Context: an optimization exercise on an open-source flow, tuned for small area and a short achievable clock period. The choices shown serve that exercise and are no tape-out recipe.
In this exercise RTL edits were held to simulation tests only and were not proved equivalent to the original.

==> flow/design.v <==
package offload_pkg;
  localparam int unsigned NumExt      = 4;
  localparam int unsigned NumRsp      = 5;
  localparam int unsigned IdWidth     = 5;
  localparam int unsigned DataWidth   = 32;
  localparam int unsigned TargetWidth = 3;
  localparam int unsigned RspIdxWidth = $clog2(NumRsp);
  localparam int unsigned NumSsrs      = 3;
  localparam int unsigned NumCfgRegs   = 8;
  localparam int unsigned SsrIdxWidth  = 5;
  localparam int unsigned RegIdxWidth  = 7;
  localparam int unsigned CfgAddrWidth = SsrIdxWidth + RegIdxWidth;
  localparam int unsigned SsrSelWidth  = $clog2(NumSsrs);
  localparam int unsigned RegSelWidth  = $clog2(NumCfgRegs);
  localparam logic [6:0] SsrCfgOpcode = 7'h2b;
  typedef enum logic [TargetWidth-1:0] {
    TgtFpu    = 3'd0,
    TgtMulDiv = 3'd1,
    TgtDma    = 3'd2,
    TgtIpu    = 3'd3,
    TgtSsr    = 3'd4
  } target_e;
  typedef enum logic [2:0] {
    OpScfgri = 3'd1,
    OpScfgwi = 3'd2,
    OpScfgr  = 3'd5,
    OpScfgw  = 3'd6
  } ssr_op_e;
  typedef enum logic [1:0] {
    KindRead    = 2'd0,
    KindWrite   = 2'd1,
    KindIllegal = 2'd2
  } cfg_kind_e;
endpackage
`timescale 1ns/10ps
module offload_arb_mask (
  input  logic [offload_pkg::NumRsp-1:0]                             rr_i,     
  output logic [offload_pkg::NumRsp-1:0][offload_pkg::NumRsp-1:0]    blk_o     
);
  localparam int unsigned N = offload_pkg::NumRsp;
  always_comb begin
    for (int i = 0; i < N; i++) begin
      for (int j = 0; j < N; j++) begin
        blk_o[i][j] = 1'b0;
        for (int p = 0; p < N; p++) begin
          if (((j - p + N) % N) < ((i - p + N) % N)) begin
            blk_o[i][j] = blk_o[i][j] | rr_i[p];
          end
        end
      end
    end
  end
endmodule
module offload_arb_free (
  input  logic [offload_pkg::NumExt-1:0]                             valid_i,
  input  logic [offload_pkg::NumRsp-1:0][offload_pkg::NumExt-1:0]    blk_i,
  output logic [offload_pkg::NumRsp-1:0][offload_pkg::NumExt-1:0]    free_o
);
  for (genvar i = 0; i < offload_pkg::NumRsp; i++) begin : g_row
    for (genvar j = 0; j < offload_pkg::NumExt; j++) begin : g_col
      if (i == j) begin : g_self
        assign free_o[i][j] = 1'b1;
      end else begin : g_other
        offload_nand2 i_nand (
          .a_i (valid_i[j]),
          .b_i (blk_i[i][j]),
          .y_o (free_o[i][j])
        );
      end
    end
  end
endmodule
module offload_arb_sel (
  input  logic [offload_pkg::NumExt-1:0]                             valid_i,
  input  logic [offload_pkg::NumRsp-1:0]                             en_i,
  input  logic [offload_pkg::NumRsp-1:0][offload_pkg::NumExt-1:0]    free_i,
  output logic [offload_pkg::NumRsp-1:0]                             sel_o
);
  always_comb begin
    for (int i = 0; i < offload_pkg::NumRsp; i++) begin
      sel_o[i] = en_i[i] & (&free_i[i]);
      if (i < offload_pkg::NumExt) begin
        sel_o[i] = sel_o[i] & valid_i[i];
      end
    end
  end
endmodule
module offload_nand2 (
  input  logic a_i,
  input  logic b_i,
  output logic y_o
);
  assign y_o = ~(a_i & b_i);
endmodule
module offload_aoi22 (
  input  logic a0_i,
  input  logic b0_i,
  input  logic a1_i,
  input  logic b1_i,
  output logic y_no
);
  assign y_no = ~((a0_i & b0_i) | (a1_i & b1_i));
endmodule
`timescale 1ns/10ps
module offload_hub (
  input  logic                                                       clk_i,
  input  logic                                                       rst_ni,
  input  logic                                                       acc_qvalid_i,
  output logic                                                       acc_qready_o,
  input  logic [offload_pkg::TargetWidth-1:0]                        acc_qtarget_i,
  input  logic [offload_pkg::IdWidth-1:0]                            acc_qid_i,
  input  logic [offload_pkg::DataWidth-1:0]                          acc_qop_i,
  input  logic [offload_pkg::DataWidth-1:0]                          acc_qarga_i,
  input  logic [offload_pkg::DataWidth-1:0]                          acc_qargb_i,
  output logic                                                       acc_pvalid_o,
  input  logic                                                       acc_pready_i,
  output logic [offload_pkg::IdWidth-1:0]                            acc_pid_o,
  output logic [offload_pkg::DataWidth-1:0]                          acc_pdata_o,
  output logic                                                       acc_perror_o,
  output logic [offload_pkg::NumExt-1:0]                             ext_qvalid_o,
  input  logic [offload_pkg::NumExt-1:0]                             ext_qready_i,
  output logic [offload_pkg::IdWidth-1:0]                            ext_qid_o,
  output logic [offload_pkg::DataWidth-1:0]                          ext_qop_o,
  output logic [offload_pkg::DataWidth-1:0]                          ext_qarga_o,
  output logic [offload_pkg::DataWidth-1:0]                          ext_qargb_o,
  input  logic [offload_pkg::NumExt-1:0]                             ext_pvalid_i,
  output logic [offload_pkg::NumExt-1:0]                             ext_pready_o,
  input  logic [offload_pkg::NumExt-1:0][offload_pkg::IdWidth-1:0]   ext_pid_i,
  input  logic [offload_pkg::NumExt-1:0][offload_pkg::DataWidth-1:0] ext_pdata_i,
  input  logic [offload_pkg::NumExt-1:0]                             ext_perror_i
);
  localparam int unsigned NumRsp = offload_pkg::NumRsp;
  localparam int unsigned NumW   = offload_pkg::NumSsrs * offload_pkg::NumCfgRegs;
  localparam int unsigned DW     = offload_pkg::DataWidth;
  localparam int unsigned IW     = offload_pkg::IdWidth;
  assign ext_qid_o   = acc_qid_i;
  assign ext_qop_o   = acc_qop_i;
  assign ext_qarga_o = acc_qarga_i;
  assign ext_qargb_o = acc_qargb_i;
  logic [NumRsp-1:0] rr_q;       
  logic [NumRsp-1:0] ek_q;       
  logic [NumRsp-1:0][NumRsp-1:0] blk_q;  
  logic              rsp_valid_q;
  logic              rsp_valid_d;
  logic [IW-1:0]     rsp_id_q;
  logic [DW-1:0]     rsp_data_q;
  logic              rsp_error_q;
  logic [DW-1:0]     cfg_q [NumW];
  logic [NumRsp-1:0]              en;
  logic [NumRsp-1:0][NumRsp-2:0]  blk;
  logic [NumRsp-1:0]              sel;
  assign en  = ek_q;
  always_comb begin
    for (int i = 0; i < NumRsp; i++) begin
      blk[i] = blk_q[i][NumRsp-2:0];
    end
  end
  localparam int unsigned PW    = DW + IW + 1;      
  localparam int unsigned NGrp  = 4;                
  localparam int unsigned GrpW  = (PW + NGrp - 1) / NGrp;
  logic [NGrp:0][NumRsp-1:0]      sel_c;            
  logic [NumRsp-1:0][PW-1:0]      pay;
  logic [PW-1:0]                  pay_o;
  logic [NumRsp-1:0][NumRsp-2:0]  free;
  offload_arb_free i_arb_free (
    .valid_i (ext_pvalid_i),
    .blk_i   (blk),
    .free_o  (free)
  );
  for (genvar c = 0; c <= NGrp; c++) begin : g_sel
    offload_arb_sel i_arb_sel (
      .valid_i (ext_pvalid_i),
      .en_i    (en),
      .free_i  (free),
      .sel_o   (sel_c[c])
    );
  end
  assign sel = sel_c[NGrp];
  assign acc_pvalid_o = |sel;
  always_comb begin
    for (int i = 0; i < offload_pkg::NumExt; i++) begin
      pay[i] = {ext_perror_i[i], ext_pid_i[i], ext_pdata_i[i]};
    end
    pay[4] = {rsp_error_q, rsp_id_q, rsp_data_q};
  end
  for (genvar b = 0; b < PW; b++) begin : g_pay
    logic y01_n, y23_n;
    offload_aoi22 i_ao01 (
      .a0_i (sel_c[b / GrpW][0]), .b0_i (pay[0][b]),
      .a1_i (sel_c[b / GrpW][1]), .b1_i (pay[1][b]),
      .y_no (y01_n)
    );
    offload_aoi22 i_ao23 (
      .a0_i (sel_c[b / GrpW][2]), .b0_i (pay[2][b]),
      .a1_i (sel_c[b / GrpW][3]), .b1_i (pay[3][b]),
      .y_no (y23_n)
    );
    assign pay_o[b] = ~(y01_n & y23_n & ~(sel_c[b / GrpW][4] & pay[4][b]));
  end
  assign {acc_perror_o, acc_pid_o, acc_pdata_o} = pay_o;
  assign ext_pready_o = sel[3:0] & {4{acc_pready_i}};
  logic                           stall;
  logic                           xfer;
  logic [NumRsp-1:0]              rr_d;
  logic [NumRsp-1:0][NumRsp-1:0]  blk_rr;
  assign stall = acc_pvalid_o & ~acc_pready_i;
  assign xfer  = acc_pvalid_o & acc_pready_i;
  assign rr_d  = xfer ? {sel[NumRsp-2:0], sel[NumRsp-1]} : rr_q;
  offload_arb_mask i_arb_mask (
    .rr_i  (rr_d),
    .blk_o (blk_rr)
  );
  always_ff @(posedge clk_i or negedge rst_ni) begin
    if (!rst_ni) begin
      rr_q  <= NumRsp'(1);
      ek_q  <= {1'b0, {(NumRsp-1){1'b1}}};
      for (int i = 0; i < NumRsp; i++) begin
        for (int j = 0; j < NumRsp; j++) begin
          blk_q[i][j] <= (j < i);
        end
      end
    end else begin
      rr_q <= rr_d;
      if (stall) begin
        ek_q  <= {sel[NumRsp-1] & rsp_valid_d, sel[NumRsp-2:0]};
        blk_q <= '0;
      end else begin
        for (int i = 0; i < NumRsp - 1; i++) begin
          ek_q[i] <= ~(rsp_valid_d & blk_rr[i][NumRsp-1]);
        end
        ek_q[NumRsp-1] <= rsp_valid_d;
        blk_q <= blk_rr;
      end
    end
  end
  logic        cfg_ready;
  logic        cfg_valid;
  logic        accept;
  logic [2:0]  f3;
  logic        legal;
  logic        is_write;
  logic [11:0] addr;
  logic [NumW-1:0] hit;
  assign cfg_ready   = ~rsp_valid_q | (sel[4] & acc_pready_i);
  assign rsp_valid_d = cfg_ready ? cfg_valid : rsp_valid_q;
  assign cfg_valid = acc_qvalid_i & acc_qtarget_i[2];
  assign accept    = cfg_valid & cfg_ready;
  always_comb begin
    ext_qvalid_o = '0;
    if (!acc_qtarget_i[2]) begin
      ext_qvalid_o[acc_qtarget_i[1:0]] = acc_qvalid_i;
      acc_qready_o = ext_qready_i[acc_qtarget_i[1:0]];
    end else begin
      acc_qready_o = cfg_ready;
    end
  end
  assign f3       = acc_qop_i[14:12];
  assign legal    = (acc_qtarget_i == 3'd4) && (acc_qop_i[6:0] == offload_pkg::SsrCfgOpcode) &&
                    (f3[1] ^ f3[0]);
  assign is_write = f3[1];
  assign addr     = f3[2] ? acc_qargb_i[11:0] : acc_qop_i[31:20];
  always_comb begin
    for (int s = 0; s < offload_pkg::NumSsrs; s++) begin
      for (int r = 0; r < offload_pkg::NumCfgRegs; r++) begin
        hit[s*offload_pkg::NumCfgRegs + r] = legal && (addr[4:0] == 5'(s)) && (addr[11:5] == 7'(r));
      end
    end
  end
  logic [DW-1:0] old_data;
  always_comb begin
    old_data = '0;
    for (int k = 0; k < NumW; k++) begin
      old_data = old_data | (cfg_q[k] & {DW{hit[k]}});
    end
  end
  logic [DW-1:0] wdata;
  assign wdata = acc_qarga_i & {DW{rst_ni}};
  for (genvar k = 0; k < NumW; k++) begin : g_word
    logic we;
    assign we = (accept & is_write & hit[k]) | ~rst_ni;
    always_ff @(posedge clk_i) begin
      if (we) cfg_q[k] <= wdata;
    end
  end
  always_ff @(posedge clk_i or negedge rst_ni) begin
    if (!rst_ni) begin
      rsp_valid_q <= 1'b0;
    end else begin
      rsp_valid_q <= rsp_valid_d;
    end
  end
  always_ff @(posedge clk_i) begin
    if (accept) begin
      rsp_id_q    <= (legal & is_write) ? '0 : acc_qid_i;
      rsp_data_q  <= old_data;
      rsp_error_q <= ~legal;
    end
  end
endmodule
Settings: LEC_CHECK=0, CAP_MARGIN=20, CORE_MARGIN=2, CORE_UTILIZATION=65, CTS_BUF_LIST=sky130_fd_sc_hd__clkbuf_16, CTS_CLUSTER_DIAMETER=60, CTS_CLUSTER_SIZE=24, PLACE_DENSITY=0.75, SETUP_SLACK_MARGIN=3.0, SLEW_MARGIN=20, SYNTH_HIERARCHICAL=1, SYNTH_MINIMUM_KEEP_SIZE=0; clock period 7.0 ns.
standard.sh (not shown) runs the stock make flow with config.mk's settings and CLKGATE_MAP_FILE= SYNTH_SCRIPT=/design/flow/synth_recipe.tcl, a recipe that flattens the netlist after the stock synthesis.
==> flow/flow/run.sh <==
#!/bin/bash
# Standard layout, with the port buffers inserted as plain buffers
# (resizable later) instead of the default delay cells.
set -euo pipefail
bash standard.sh synth > synth.log 2>&1
export BUFFER_PORTS_ARGS="-buffer_cell sky130_fd_sc_hd__buf_1"
bash standard.sh finish > layout.log 2>&1
Edit:
--- a/flow/design.v
+++ b/flow/design.v
@@ -89,20 +89,20 @@
   input  logic a_i,
   input  logic b_i,
   output logic y_o
 );
   assign y_o = ~(a_i & b_i);
 endmodule
-module offload_aoi22 (
+module offload_ao22 (
   input  logic a0_i,
   input  logic b0_i,
   input  logic a1_i,
   input  logic b1_i,
-  output logic y_no
-);
-  assign y_no = ~((a0_i & b0_i) | (a1_i & b1_i));
+  output logic y_o
+);
+  assign y_o = (a0_i & b0_i) | (a1_i & b1_i);
 endmodule
 `timescale 1ns/10ps
 module offload_hub (
   input  logic                                                       clk_i,
   input  logic                                                       rst_ni,
   input  logic                                                       acc_qvalid_i,
@@ -181,24 +181,24 @@
     for (int i = 0; i < offload_pkg::NumExt; i++) begin
       pay[i] = {ext_perror_i[i], ext_pid_i[i], ext_pdata_i[i]};
     end
     pay[4] = {rsp_error_q, rsp_id_q, rsp_data_q};
   end
   for (genvar b = 0; b < PW; b++) begin : g_pay
-    logic y01_n, y23_n;
-    offload_aoi22 i_ao01 (
+    logic y01, y23;
+    offload_ao22 i_ao01 (
       .a0_i (sel_c[b / GrpW][0]), .b0_i (pay[0][b]),
       .a1_i (sel_c[b / GrpW][1]), .b1_i (pay[1][b]),
-      .y_no (y01_n)
+      .y_o  (y01)
     );
-    offload_aoi22 i_ao23 (
+    offload_ao22 i_ao23 (
       .a0_i (sel_c[b / GrpW][2]), .b0_i (pay[2][b]),
       .a1_i (sel_c[b / GrpW][3]), .b1_i (pay[3][b]),
-      .y_no (y23_n)
+      .y_o  (y23)
     );
-    assign pay_o[b] = ~(y01_n & y23_n & ~(sel_c[b / GrpW][4] & pay[4][b]));
+    assign pay_o[b] = y01 | y23 | (sel_c[b / GrpW][4] & pay[4][b]);
   end
   assign {acc_perror_o, acc_pid_o, acc_pdata_o} = pay_o;
   assign ext_pready_o = sel[3:0] & {4{acc_pready_i}};
   logic                           stall;
   logic                           xfer;
   logic [NumRsp-1:0]              rr_d;
Result: Core utilization is higher by 0.98 points. Cell count came out lower slightly. Via count climbs slightly. Critical path depth drops by 3. Wire length climbs by a few percent. Fmax increases slightly. Synthesized area goes down slightly. Cell area is about the same. Worst setup slack gets better by 0.039 ns. Count of clock-buffer cells in the layout goes down by 2. Global-route usage increases by 1.1 points. Worst hold slack improved by 0.023 ns.

## port drivers added, routing unchanged
No port has a modelled driver above. Below, the same layouts with a new extraction and two added sets of constraints.
Step 1, drivers: a clkbuf_16 drives clk_i and a buf_2 each remaining input, both assumed.
Step 2 moves the port delays by t, midway between the first and last clock arrival at a register: inputs arrive t later, outputs are due t later. That takes back most of the time a late clock gives input paths.
a / b / c = no drivers / after step 1 / after step 2; a / b = the first two.
run | t, ns | setup slack, ns | clock arrival spread, ns | pins driven straight from the clock port
the first run | 0.673 | 2.875 / 2.891 / 2.218 | 0.035 / 0.035 | 1
the second run | 0.678 | 2.914 / 2.767 / 2.348 | 0.033 / 0.033 | 1
After both steps setup and hold are still met in every run listed. For the first run, which loses most, drivers alone change the setup slack by +0.016 ns; drivers and shift together by -0.657 ns.
